Source: an optimization exercise on an open RTL-to-GDS flow (aim: small area). Production flows keep margins and buffers that such runs may drop.
The RTL was checked by simulation tests, not by an equivalence proof against the original design.
Power figures rest on the tool's default switching activity, not on a simulated workload.

==> flow/design.v <==
module cpu_top (
    input  logic        clk,
    input  logic        rst_n,
    input  logic [15:0] i_imem_data,
    input  logic [15:0] i_dmem_rdata,
    output logic [10:0] o_imem_addr,
    output logic [10:0] o_dmem_addr,
    output logic        o_dmem_we,
    output logic [15:0] o_dmem_wdata,
    output logic        o_io_stall
);
    logic [2:0]  st_q;
    logic [3:0]  t_q;
    logic [10:0] pc_q;
    logic [15:0] a_q;
    logic [15:0] r_q;
    logic [15:0] x_q;
    logic [3:0]  pidx_q;
    logic        pend_q;
    logic [15:0] ring [16];
    logic        clr_q;
    wire [15:0] ir = i_imem_data;
    wire [2:0]  op = ir[15:13];
    wire [3:0]  rs = ir[12:9];
    wire [3:0]  rt = ir[8:5];
    wire [3:0]  rd = ir[4:1];
    wire        fb = ir[0];
    wire is_alu = (op == 3'd0) || (op == 3'd1 && !fb);    
    wire is_mul = (op == 3'd1) && fb;
    wire is_ls  = (op == 3'd2) || (op == 3'd3);
    wire is_lw  = (op == 3'd2);
    logic [2:0] last;
    always_comb begin
        case (op)
            3'd0:    last = 3'd5;
            3'd1:    last = fb ? 3'd6 : 3'd5;
            3'd2:    last = 3'd7;
            3'd3:    last = 3'd6;
            default: last = 3'd4;
        endcase
    end
    wire is_last = (st_q == last);
    always_ff @(posedge clk or negedge rst_n) begin
        if (!rst_n)            st_q <= 3'd0;
        else if (st_q == 3'd0) st_q <= 3'd2;
        else if (is_last)      st_q <= 3'd1;
        else                   st_q <= st_q + 3'd1;
    end
    always_ff @(posedge clk or negedge rst_n) begin
        if (!rst_n) t_q <= 4'd0;
        else        t_q <= t_q + 4'd1;
    end
    assign o_io_stall = (st_q != 3'd1);
    wire [3:0] ridx = (st_q == 3'd2) ? rs : rt;
    wire [3:0] slot = ridx + t_q;
    wire       fwd  = pend_q && (ridx == pidx_q);
    logic [15:0] rdata;
    always_comb begin
        rdata = fwd ? x_q : 16'd0;
        for (int s = 0; s < 16; s++)
            rdata = rdata | (ring[s] & {16{!clr_q && !fwd && (slot == 4'(s))}});
    end
    always_ff @(posedge clk) begin
        if (st_q == 3'd2) a_q <= rdata;
        r_q <= rdata;
    end
    logic mul_q, ls_q, sub_q, slt_q;
    always_ff @(posedge clk) begin
        mul_q <= is_mul;
        ls_q  <= is_ls;
        sub_q <= (op == 3'd0) ? fb : 1'b1;
        slt_q <= (op == 3'd1) && !fb;
    end
    logic [4:0] win;
    always_comb begin
        case (st_q)
            3'd4:    win = r_q[15:11];
            3'd5:    win = r_q[11:7];
            3'd6:    win = r_q[7:3];
            default: win = {r_q[3:0], 1'b0};
        endcase
    end
    wire one_lo = mul_q ? (win[1] ^ win[0]) : 1'b1;
    wire two_lo = mul_q && ((win[2] && !win[1] && !win[0]) || (!win[2] && win[1] && win[0]));
    wire neg_lo = mul_q && win[2];
    wire one_hi = mul_q && (win[3] ^ win[2]);
    wire two_hi = mul_q && ((win[4] && !win[3] && !win[2]) || (!win[4] && win[3] && win[2]));
    wire neg_hi = mul_q && win[4];
    wire [15:0] a_sh  = {a_q[14:0], 1'b0};
    wire [15:0] pp_lo = ((a_q & {16{one_lo}}) | (a_sh & {16{two_lo}})) ^ {16{neg_lo}};
    wire [15:0] pp_hi = ((a_q & {16{one_hi}}) | (a_sh & {16{two_hi}})) ^ {16{neg_hi}};
    logic [15:0] acc;
    always_comb begin
        if (mul_q)
            acc = {((st_q == 3'd4) ? 12'd0 : x_q[11:0]), 1'b0, neg_hi, 1'b0, neg_lo};
        else if (ls_q)
            acc = {{11{ir[4]}}, ir[4:0]};
        else
            acc = r_q ^ {16{sub_q}};
    end
    wire        cin  = !mul_q && !ls_q && sub_q;
    wire [15:0] tree = acc + pp_lo + {pp_hi[13:0], 1'b0, cin};
    wire lt = (a_q[15] != r_q[15]) ? a_q[15] : tree[15];
    wire eq = (a_q == r_q);
    wire prod_alu = is_alu && (st_q == 3'd4);
    wire addr_ls  = is_ls  && (st_q == 3'd4);
    wire prod_lw  = is_lw  && (st_q == 3'd6);
    wire step_mul = is_mul && (st_q == 3'd4 || st_q == 3'd5 || st_q == 3'd6 || st_q == 3'd1);
    wire prod_mul = is_mul && (st_q == 3'd1);
    wire produce  = prod_alu || prod_lw || prod_mul;
    always_ff @(posedge clk) begin
        if (prod_alu && slt_q)                 x_q <= {15'd0, lt};
        else if (prod_lw)                      x_q <= i_dmem_rdata;
        else if (prod_alu || addr_ls || step_mul) x_q <= tree;
    end
    always_ff @(posedge clk) begin
        if (produce) pidx_q <= is_lw ? rt : rd;
    end
    wire [3:0]  widx   = prod_mul ? rd : pidx_q;
    wire [3:0]  wslot  = widx + t_q + 4'd1;
    wire        commit = (pend_q || prod_mul) && (wslot[1:0] == 2'd0);
    wire [15:0] wres   = prod_mul ? tree : x_q;
    always_ff @(posedge clk or negedge rst_n) begin
        if (!rst_n)       pend_q <= 1'b0;
        else if (produce) pend_q <= !(prod_mul && commit);
        else if (commit)  pend_q <= 1'b0;
    end
    always_ff @(posedge clk or negedge rst_n) begin
        if (!rst_n)             clr_q <= 1'b1;
        else if (st_q == 3'd4)  clr_q <= 1'b0;
    end
    wire [15:0] wval = wres & {16{!clr_q}};
    always_ff @(posedge clk) begin
        for (int s = 0; s < 16; s++) begin
            if (s % 4 == 0 && (clr_q || (commit && wslot[3:2] == 2'(s / 4))))
                ring[s] <= wval;
            else
                ring[s] <= ring[(s + 15) % 16];
        end
    end
    wire        taken = (op == 3'd4) && eq;
    wire [10:0] pinc  = pc_q + (taken ? {{6{ir[4]}}, ir[4:0]} : 11'd0) + 11'd1;
    always_ff @(posedge clk or negedge rst_n) begin
        if (!rst_n)       pc_q <= 11'd0;
        else if (is_last) pc_q <= (op == 3'd5) ? ir[11:1] : pinc;
    end
    assign o_imem_addr  = pc_q;
    assign o_dmem_addr  = x_q[10:0];
    assign o_dmem_we    = (st_q == 3'd5) && (op == 3'd3);
    assign o_dmem_wdata = r_q;
endmodule
clock: 5.5 ns
lec_check: 0
abc_area: 1
cap_margin: 10
core_margin: 2
core_utilization: 55
gpl_timing_driven: 0
slew_margin: 10
standard.sh (not shown) runs the stock make flow with config.mk's settings and CLKGATE_MAP_FILE= SYNTH_SCRIPT=/design/flow/synth_recipe.tcl, a recipe that flattens the netlist after the stock synthesis.
==> flow/flow/run.sh <==
#!/bin/bash
# Layout flow: ORFS through the standard.sh, with
#  - synthesis mapping combinational logic with the ABC script in
#    flow/abc_area.script (ORFS's synthesis is otherwise unchanged: same
#    yosys passes, same flip-flop mapping and register names),
#  - the make variables listed in flow/extra.txt (one NAME=VALUE per line).
# Each tool's full output stays in orfs/logs; make's output is in standard.log.
set -euo pipefail
cp -r "$FLOW_HOME/scripts" scripts_own
cp flow/abc_area.script scripts_own/abc_area.script
args=("SCRIPTS_DIR=$PWD/scripts_own")
if [[ -f flow/extra.txt ]]; then
  while IFS= read -r line; do
    [[ -z "$line" || "$line" == \#* ]] && continue
    args+=("$line")
  done < flow/extra.txt
fi
printf '%s\n' "${args[@]}" > make_args.log
bash standard.sh finish "${args[@]}" > standard.log 2>&1
==> flow/flow/abc_area.script <==
strash
&get -n
&st
&dch
&nf
&put
topo
==> flow/flow/extra.txt <==
BUFFER_PORTS_ARGS=-buffer_cell sky130_fd_sc_hd__buf_1
CTS_ARGS=-sink_clustering_enable -repair_clock_nets -dont_use_dummy_load -sink_clustering_size 22 -sink_clustering_max_diameter 200 -buf_list {sky130_fd_sc_hd__clkbuf_8 sky130_fd_sc_hd__clkbuf_16}
The baseline passed the timing, design-rule and antenna checks.
Rerun with:
--- a/flow/design.v
+++ b/flow/design.v
@@ -71,24 +71,27 @@
         sub_q <= (op == 3'd0) ? fb : 1'b1;
         slt_q <= (op == 3'd1) && !fb;
     end
     logic [4:0] win;
     always_comb begin
         case (st_q)
-            3'd4:    win = r_q[15:11];
-            3'd5:    win = r_q[11:7];
-            3'd6:    win = r_q[7:3];
+            3'd3:    win = rdata[15:11];
+            3'd4:    win = r_q[11:7];
+            3'd5:    win = r_q[7:3];
             default: win = {r_q[3:0], 1'b0};
         endcase
     end
-    wire one_lo = mul_q ? (win[1] ^ win[0]) : 1'b1;
-    wire two_lo = mul_q && ((win[2] && !win[1] && !win[0]) || (!win[2] && win[1] && win[0]));
-    wire neg_lo = mul_q && win[2];
-    wire one_hi = mul_q && (win[3] ^ win[2]);
-    wire two_hi = mul_q && ((win[4] && !win[3] && !win[2]) || (!win[4] && win[3] && win[2]));
-    wire neg_hi = mul_q && win[4];
+    logic one_lo, two_lo, neg_lo, one_hi, two_hi, neg_hi;
+    always_ff @(posedge clk) begin
+        one_lo <= is_mul ? (win[1] ^ win[0]) : 1'b1;
+        two_lo <= is_mul && ((win[2] && !win[1] && !win[0]) || (!win[2] && win[1] && win[0]));
+        neg_lo <= is_mul && win[2];
+        one_hi <= is_mul && (win[3] ^ win[2]);
+        two_hi <= is_mul && ((win[4] && !win[3] && !win[2]) || (!win[4] && win[3] && win[2]));
+        neg_hi <= is_mul && win[4];
+    end
     wire [15:0] a_sh  = {a_q[14:0], 1'b0};
     wire [15:0] pp_lo = ((a_q & {16{one_lo}}) | (a_sh & {16{two_lo}})) ^ {16{neg_lo}};
     wire [15:0] pp_hi = ((a_q & {16{one_hi}}) | (a_sh & {16{two_hi}})) ^ {16{neg_hi}};
     logic [15:0] acc;
     always_comb begin
         if (mul_q)
Effect: The changed run completed without violations; worst hold slack improved by 0.020 ns; die area drops by 1.5%; final cell count goes down by 6.4%; power goes up by 5.5%; via count falls by 4.8%; worst setup slack got worse by 0.025 ns; non-clock buffer count came out lower by 6; combinational power climbs by about 6%; sequential share of layout area went up by 1.9 points; global-route usage grows by 0.37 points; core utilization climbs by 0.11 points; register-to-register slack is worse by 0.03 ns.

## afterwards: timing with drivers on the ports
The results above use ideal ports. As a check the final layouts listed here were re-extracted and re-timed, cells and wires unchanged.
Step 1 assumes that a clkbuf_16 drives the clock port and a buf_2 every other input.
Step 2 moves the port delays by t, midway between the first and last clock arrival at a register: inputs arrive t later, outputs are due t later. That takes back most of the time a late clock gives input paths.
Three values: ideal, step 1, step 2; two values: the first two.
run | t, ns | setup slack, ns | hold WS [ns] | worst setup path at the end | worst slew at a driven data input, ns
the first run | 0.530 | 0.229 / 0.229 / 0.047 | 0.293 / 0.293 / 0.293 | input to register | 0.04
the second run | 0.557 | 0.203 / 0.203 / -0.148 | 0.313 / 0.313 / 0.313 | input to register | 0.03
With both steps, setup timing fails in the second run, where it was met with ideal ports. For the second run, which loses most, drivers alone change the setup slack by 0.000 ns; drivers and shift together by -0.351 ns.
